This is an optimization exercise on Yosys and OpenROAD, whose aim is a short achievable clock period and few clock cycles, not a production implementation. Function not checked in this run: the RTL went through the layout flow alone. No activity file was given, so power comes from the tool's default toggle rates.

==> flow/design.v <==
package cache_pkg;
  typedef enum logic [1:0] {C_IDLE, C_WB, C_FILL} cache_state_e;
endpackage
module cache_victim_sel
#(
  parameter int WAYS = 2,
  parameter int WB = (WAYS > 1) ? $clog2(WAYS) : 1
) (
  input  logic [WAYS-1:0] valid_i,
  input  logic [WB-1:0]   rr_i,
  output logic [WB-1:0]   victim_o,
  output logic            from_rr_o
);
  always_comb begin
    victim_o = rr_i;
    from_rr_o = 1'b1;
    for (int w = WAYS - 1; w >= 0; w--)
      if (!valid_i[w]) begin
        victim_o = WB'(w);
        from_rr_o = 1'b0;
      end
  end
endmodule
module assoc_cache
#(
  parameter int ADDR_SIZE = 30,
  parameter int WORD_SIZE = 32,
  parameter int BLOCK_OFFSET_BITS = 2,
  parameter int INDEX_BITS = 3,
  parameter int WAYS = 2
) (
  input  logic                                          clk,
  input  logic                                          rst_n,
  input  logic                                          req,
  input  logic                                          we,
  input  logic [WORD_SIZE/8-1:0]                        be,
  input  logic [ADDR_SIZE-1:0]                          addr,
  input  logic [WORD_SIZE-1:0]                          data_w,
  output logic [WORD_SIZE-1:0]                          data_r,
  output logic                                          stall,
  output logic [ADDR_SIZE-BLOCK_OFFSET_BITS-1:0]        mem_addr,
  output logic                                          mem_r,
  output logic                                          mem_w,
  output logic [(WORD_SIZE<<BLOCK_OFFSET_BITS)-1:0]     mem_wdata,
  input  logic [(WORD_SIZE<<BLOCK_OFFSET_BITS)-1:0]     mem_rdata,
  input  logic                                          mem_ready
);
  localparam int TAG_BITS = ADDR_SIZE - BLOCK_OFFSET_BITS - INDEX_BITS;
  localparam int LINE_BITS = WORD_SIZE << BLOCK_OFFSET_BITS;
  localparam int LA = ADDR_SIZE - BLOCK_OFFSET_BITS;
  localparam int SETS = 1 << INDEX_BITS;
  localparam int WB = (WAYS > 1) ? $clog2(WAYS) : 1;
  localparam int BYTES = WORD_SIZE / 8;
  localparam int WPL = 1 << BLOCK_OFFSET_BITS;
  logic [LINE_BITS-1:0] data_q [SETS][WAYS];
  logic [TAG_BITS-1:0]  tag_q [SETS][WAYS];
  logic [WAYS-1:0]      valid_q [SETS];
  logic [WAYS-1:0]      dirty_q [SETS];
  logic [WB-1:0]        rr_q [SETS];
  cache_pkg::cache_state_e state_q;
  logic                 done_q;      
  logic                 fill_q;      
  logic [WB-1:0]        way_q;       
  logic [WB-1:0]        victim_q;
  logic                 from_rr_q;
  logic [LINE_BITS-1:0] line_q;      
  logic                 we_q;
  logic [BYTES-1:0]     be_q;
  logic [ADDR_SIZE-1:0] addr_q;
  logic [WORD_SIZE-1:0] data_w_q;
  logic [TAG_BITS-1:0]  tag;
  logic [INDEX_BITS-1:0] idx, idx_q;
  logic [BLOCK_OFFSET_BITS-1:0] off, off_q;
  logic [WAYS-1:0]      match;
  logic                 hit, lookup, need_wb;
  logic [WB-1:0]        hit_way, sel_way;
  logic                 sel_rr;
  assign tag   = addr[ADDR_SIZE-1 -: TAG_BITS];
  assign idx   = addr[BLOCK_OFFSET_BITS +: INDEX_BITS];
  assign off   = addr[BLOCK_OFFSET_BITS-1:0];
  assign idx_q = addr_q[BLOCK_OFFSET_BITS +: INDEX_BITS];
  assign off_q = addr_q[BLOCK_OFFSET_BITS-1:0];
  cache_victim_sel #(.WAYS(WAYS), .WB(WB)) u_victim (
    .valid_i  (valid_q[idx]),
    .rr_i     (rr_q[idx]),
    .victim_o (sel_way),
    .from_rr_o(sel_rr)
  );
  logic [WAYS-1:0] tmatch [SETS];
  logic [SETS-1:0] set_sel;
  always_comb begin
    for (int s = 0; s < SETS; s++) begin
      set_sel[s] = idx == INDEX_BITS'(s);
      for (int w = 0; w < WAYS; w++)
        tmatch[s][w] = valid_q[s][w] & (tag_q[s][w] == tag);
    end
    hit_way = '0;
    for (int w = 0; w < WAYS; w++) begin
      match[w] = 1'b0;
      for (int s = 0; s < SETS; s++)
        match[w] = match[w] | (set_sel[s] & tmatch[s][w]);
      if (match[w]) hit_way = WB'(w);
    end
  end
  assign hit     = |match;
  assign lookup  = req & (state_q == cache_pkg::C_IDLE) & ~done_q;
  assign need_wb = valid_q[idx][sel_way] & dirty_q[idx][sel_way];
  assign stall = ~done_q;
  always_ff @(posedge clk or negedge rst_n)
    if (!rst_n) begin
      state_q <= cache_pkg::C_IDLE;
      done_q <= 1'b0;
      fill_q <= 1'b0;
      mem_r <= 1'b0;
      mem_w <= 1'b0;
      for (int s = 0; s < SETS; s++) begin
        valid_q[s] <= '0;
        dirty_q[s] <= '0;
        rr_q[s] <= '0;
      end
    end else begin
      done_q <= 1'b0;
      case (state_q)
        cache_pkg::C_IDLE:
          if (lookup) begin
            if (hit) begin
              done_q <= 1'b1;
              fill_q <= 1'b0;
            end else if (need_wb) begin
              state_q <= cache_pkg::C_WB;
              mem_w <= 1'b1;
            end else begin
              state_q <= cache_pkg::C_FILL;
              mem_r <= 1'b1;
            end
          end
        cache_pkg::C_WB:
          if (mem_ready) begin
            state_q <= cache_pkg::C_FILL;
            mem_w <= 1'b0;
            mem_r <= 1'b1;
          end
        default:
          if (mem_ready) begin
            state_q <= cache_pkg::C_IDLE;
            mem_r <= 1'b0;
            done_q <= 1'b1;
            fill_q <= 1'b1;
          end
      endcase
      if (done_q) begin
        if (fill_q) begin
          valid_q[idx_q][way_q] <= 1'b1;
          if (from_rr_q && WAYS > 1) rr_q[idx_q] <= rr_q[idx_q] + 1'b1;
        end
        if (fill_q) dirty_q[idx_q][way_q] <= we_q & (|be_q);
        else if (we_q & (|be_q)) dirty_q[idx_q][way_q] <= 1'b1;
      end
    end
  always_ff @(posedge clk) begin
    we_q <= we;
    be_q <= be;
    addr_q <= addr;
    data_w_q <= data_w;
    if (lookup) begin
      victim_q <= sel_way;
      from_rr_q <= sel_rr;
      mem_wdata <= data_q[idx][sel_way];
      mem_addr <= need_wb ? {tag_q[idx][sel_way], idx} : addr[ADDR_SIZE-1:BLOCK_OFFSET_BITS];
      data_r <= data_q[idx][hit_way][off*WORD_SIZE +: WORD_SIZE];
      way_q <= hit_way;
    end
    if (state_q == cache_pkg::C_WB && mem_ready)
      mem_addr <= addr_q[ADDR_SIZE-1:BLOCK_OFFSET_BITS];
    if (state_q == cache_pkg::C_FILL) begin
      line_q <= mem_rdata;
      data_r <= mem_rdata[off_q*WORD_SIZE +: WORD_SIZE];
      way_q <= victim_q;
    end
    if (done_q) begin
      if (fill_q) begin
        data_q[idx_q][way_q] <= line_q;
        tag_q[idx_q][way_q] <= addr_q[ADDR_SIZE-1 -: TAG_BITS];
      end
      if (we_q)
        for (int b = 0; b < BYTES; b++)
          if (be_q[b]) data_q[idx_q][way_q][off_q*WORD_SIZE + b*8 +: 8] <= data_w_q[b*8 +: 8];
    end
  end
endmodule
==> flow/flow/run.sh <==
#!/bin/bash
set -o pipefail
export SETUP_SLACK_MARGIN=$(cat flow/margin.txt)
bash standard.sh > standard.log 2>&1
==> flow/flow/margin.txt <==
6.6
==> flow/standard.sh <==
#!/bin/bash
# synth_recipe.tcl (not shown) runs the flow's synth.tcl, then flattens the netlist and writes it again
# the make line also repeats each setting of config.mk as NAME=value (left out here)
make -C /OpenROAD-flow-scripts/flow DESIGN_CONFIG=/design/flow/config.mk WORK_HOME=/design/flow/orfs CLKGATE_MAP_FILE= SYNTH_SCRIPT=/design/flow/synth_recipe.tcl "${@:-finish}"
==> flow/config.mk <==
export PLATFORM = sky130hd
export DESIGN_NAME = assoc_cache
export DESIGN_NICKNAME = assoc_cache
export VERILOG_FILES = /design/flow/design.v
export SDC_FILE = /design/flow/constraint.sdc
export NUM_CORES = 4
export LEC_CHECK = 0
export ABC_CLOCK_PERIOD_IN_PS = 1000
export CAP_MARGIN = 20
export CORE_MARGIN = 2
export CORE_UTILIZATION = 35
export SLEW_MARGIN = 20
==> flow/constraint.sdc <==
create_clock -name core_clock -period 10.0 [get_ports {clk}]
set_input_delay 2.0000 -clock core_clock [delete_from_list [all_inputs] [get_ports {clk}]]
set_output_delay 2.0000 -clock core_clock [all_outputs]
set_load 0.01 [all_outputs]
==> flow_summary.yaml <==
final_layout:
  final_cell_mix: "edfxtp_1, mux4_2, clkbuf_16"
  stdcell_count: 11380
  area_delta_synth_final_pct: 22.53
  filler_cell_count: 29140
  mostFrequentLayoutCell: "edfxtp_1"
  fin_area_um2: 145800
  layout-drive-gt1-share_pct: 38.69
  nets: 6769
routing:
  drt_wl_total_um: 408600
  wl_per_cell_um: 35.90
  via_count: 65600
  drt_iter0_drc: 8798
  via_per_inst: 5.764
  ant_nets: 0
  drcViolationCount: 0
  drtPass1Iterations: 5
synthesis:
  yosysSeqAreaShare_pct: 71.93
  syn_inst: 5813
  synth_edf_count: 2767
  ys.flop_type: "edfxtp_1"
  avgSynthCellArea_um2: 20.47
  async_reset_ff_share_pct: 1.597
  synth_cell_type_count: 67
  yosysWarningCount: 10
  syn-num-nets: 6012
  synth_seq_cells: 2880
  syn-cell-area_um2: 119000
sta:
  hold_viol_final: 0
  finalSetupViolCount: 0
  max_freq_mhz: 225.6
  rsz0062_at_grt: "true"
  worstMarginPinSlew_ns: 1.170
  fin_tns_setup_ns: 0
  min_period_ns: 4.432
  finalWorstSetupSlack_ns: 5.568
  slew-limit-headroom_pct: 21.68
  period_share_pct: 44.32
  finClkSkew_ns: 0.09325
  final_max_slew_viol_count: 0
clock_network:
  cts.sinks: 2880
  root_buffer: "clkbuf_16"
  cts.path.max_buffers: 4
  htreeDepth: 5
  clock_latency_ns: 0.94
  path_clk_slew_ns: 0.07
  tritoncts: "built"
  numCtsBuffers: 310
setup_path:
  cp_data_arrival_time_ns: 5.11
  crit_type: "input port to flip-flop"
  cp_slowest_stage_delay_ns: 0.54
  worstSetupEndpointType: "flip-flop"
  worst_setup_path_start_kind: "input port"
  crit_fanout: 6
  required_ns: 10.68
  crit_chain: "buf_6 > buf_12 > buf_4 > xnor2_2 > nand4_1 > nor4_4 > a22oi_2 > nand4_4 > buf_6 > buf_12 > buf_16 > mux4_2 > mux2i_4 > a21oi_1 > and3_1"
  cp_slowest_cell: "mux4_2"
hold_path:
  hp-class: "flip-flop to flip-flop"
power:
  total_power_mw: 33.45
  ir_drop_mv: 0.1743
  p_clk_share_pct: 35.6
  p_comb_share_pct: 18.1
  p_sw_mw: 9.307
  pwr-share-seq_pct: 46.2
  p_int_mw: 24.15
  powerDensity_nw_per_um2: 229.5
  switching_share_pct: 27.82
  power.leakage_nw: 46.21
place:
  placed_area_um2: 128000
  post-place-cells: 10490
  portBuffers: 389
  dp_slack_ns: 2.862
  hpwlAfterDp_um: 259800
  routabilityCongestion: 0.9145
floorplanning:
  die_h_um: 587.1
  core_area_um2: 339000
  io-pin-count: 390
  rows: 214
  die_area_um2: 344600
  die_x_um: 587.1
  start_util_pct: 35.10
global_routing:
  gr-total-overflow: 0
  grt_pass1_wl_um: 552600
  grt_usage_pct: 23.21
  grt_max_degree: 99
  antenna_found_initial: 44
  grt_pass1_vias: 65070
run_status:
  status: "timing/DRC/antenna clean"
flow_run:
  max_cap_viol_count: 0
## cells in the mapped netlist (4+ instances only)
cell,number,area [µm²]
edfxtp_1,2767,83090
mux4_2,862,19410
nor2_1,406,1524
xnor2_1,351,3074
mux2_2,152,1712
mux2i_1,130,1301
clkbuf_1,122,457.9
buf_2,106,530.5
nand4_1,90,563.0
a21oi_1,79,395.4
nand2_1,77,289.0
dfxtp_1,67,1341
buf_4,58,435.4
xor2_1,50,437.9
dfrtp_1,46,1151
buf_6,44,495.5
a31oi_1,41,256.5
mux2_1,35,394.1
nand3_1,32,160.2
nor4_1,30,187.7
nor3_1,29,145.1
buf_1,27,101.4
a211oi_1,25,187.7
o21ai_0,22,110.1
and3_1,21,131.4
o21ai_1,17,85.08
or2_2,17,106.4
nand2b_1,11,68.82
inv_1,10,37.54
nor3b_1,9,67.56
o22ai_1,8,50.05
nor2b_1,6,37.54
a22oi_1,5,37.54
and2_1,5,31.28
buf_8,5,75.07
or3_1,5,31.28
a22oi_2,4,50.05
nand3b_1,4,30.03
## cell type report
cell class / instances / area, µm² / area share (%)
Clock inverter: 180 / 2165 / 1.485
Clock buffer: 383 / 8290 / 5.687
Timing Repair Buffer: 799 / 9239 / 6.337
Tap cell: 4536 / 5675 / 3.893
Sequential cell: 2880 / 85590 / 58.71
Timing Repair inverter: 6 / 146.4 / 0.1004
Antenna cell: 24 / 60.06 / 0.04119
Inverter: 11 / 71.32 / 0.04892
Multi-Input combinational cell: 2562 / 34550 / 23.70
## sequential cells by signal, summed over array words and instances (netlist names), 2 cells and up
| register | cells |
|---|---|
| be_q | 4 |
| line_q | 128 |
| addr_q | 30 |
| mem_wdata | 128 |
| rr_q | 8 |
| data_r | 32 |
| mem_addr | 28 |
| state_q | 2 |
| dirty_q | 16 |
| data_w_q | 32 |
| tag_q | 400 |
| valid_q | 16 |
| data_q | 2048 |
## power by group through the flow
stage	Sequential [mW]	Clock [mW]	Combinational, mW
2_1_floorplan	15.5	0	2.70
3_3_place_gp	15.7	0	4.91
3_5_place_dp	15.7	0	5.01
4_1_cts	15.5	12.0	5.84
5_1_grt	15.5	12.5	6.28
6_report	15.5	11.9	6.06
## worst paths after layout
kind,cells after the start,slack [ns],from,endpoint
worst max-delay path,15,5.57,addr[7],data_r[3]$_DFFE_PP_
worst min-delay path,1,0.48,valid_q[4][0]$_DFFE_PN0P_,valid_q[4][0]$_DFFE_PN0P_
worst max register to register,13,6.48,tag_q[11][6]$_DFFE_PP_,data_r[3]$_DFFE_PP_
worst min register to register,1,0.48,valid_q[4][0]$_DFFE_PN0P_,valid_q[4][0]$_DFFE_PN0P_
max in group asynchronous,2,8.19,rst_n,mem_w$_DFFE_PN0P_
min in group asynchronous,2,1.26,rst_n,valid_q[0][0]$_DFFE_PN0P_
## timing repair
| item | in CTS | in global routing |
|---|---|---|
| hold endpoints to repair | 0 | 0 |
| hold buffers | 0 | 0 |
| cloned | 68 | 5 |
| setup buffers | 198 | 28 |
| gates resized for setup | 1583 | 191 |
| pin swaps | 104 | 50 |
| setup endpoints to repair | 2338 | 1161 |
## worst max-delay path: cells and delay by family
kind / cells / cell delay (ns)
buffers and inverters: 6 / 0.75
muxes: 2 / 0.92
xor gates and xnor gates: 1 / 0.14
and+or+nand+nor: 4 / 1.02
AOI/OAI and AO/OA: 2 / 0.26
## layer usage
metal / GRT usage, % / up-vias / share of wire, %
met5: 0 / - / 0.046
met4: 12.44 / 30 / 6.2
met3: 5.021 / 825 / 9.3
met2: 37.56 / 3890 / 48
met1: 29.21 / 35310 / 36
li1: - / 25540 / -
## cell families (layout without fill, tap and decap cells)
group	after synthesis	after routing	share of synthesized area (%)
DFF	2880	2880	71.93
muxes	1179	1179	19.18
and+or+nand+nor	756	758	2.973
xor gates and xnor gates	401	401	2.952
buffers and inverters	374	1379	1.813
AOI/OAI and AO/OA	223	224	1.157
other	0	24	0
## through the flow
step	util [%]	hold slack, ns
after detailed placement	37.76	0.4468
after global routing	43.00	0.4955
final	43.01	0.4790
after floorplan	-	0.4310
after CTS	42.62	0.4689
after global placement	37.75	0.4481

## afterwards: timing with drivers on the ports
How much do the figures lean on ideal ports? The routed layout below was timed once more, with nothing changed but the port constraints.
Step 1 sets driving cells, clkbuf_16 on the clock port and buf_2 on the other inputs (assumed; they add their load-dependent delay and slew).
Step 2 also shifts input and output timing later by t, the mid clock arrival at the registers, as if the neighbouring blocks saw the same clock.
a / b / c = ideal / step 1 / step 2; a / b = the first two.
shift t [ns]: 1.003
setup WS [ns]: 5.568 / 5.442 / 4.439
clock arrival spread, ns: 0.094 / 0.094
After both steps setup and hold are still met in this run. For this run, drivers alone change the setup slack by -0.126 ns; drivers and shift together by -1.129 ns.
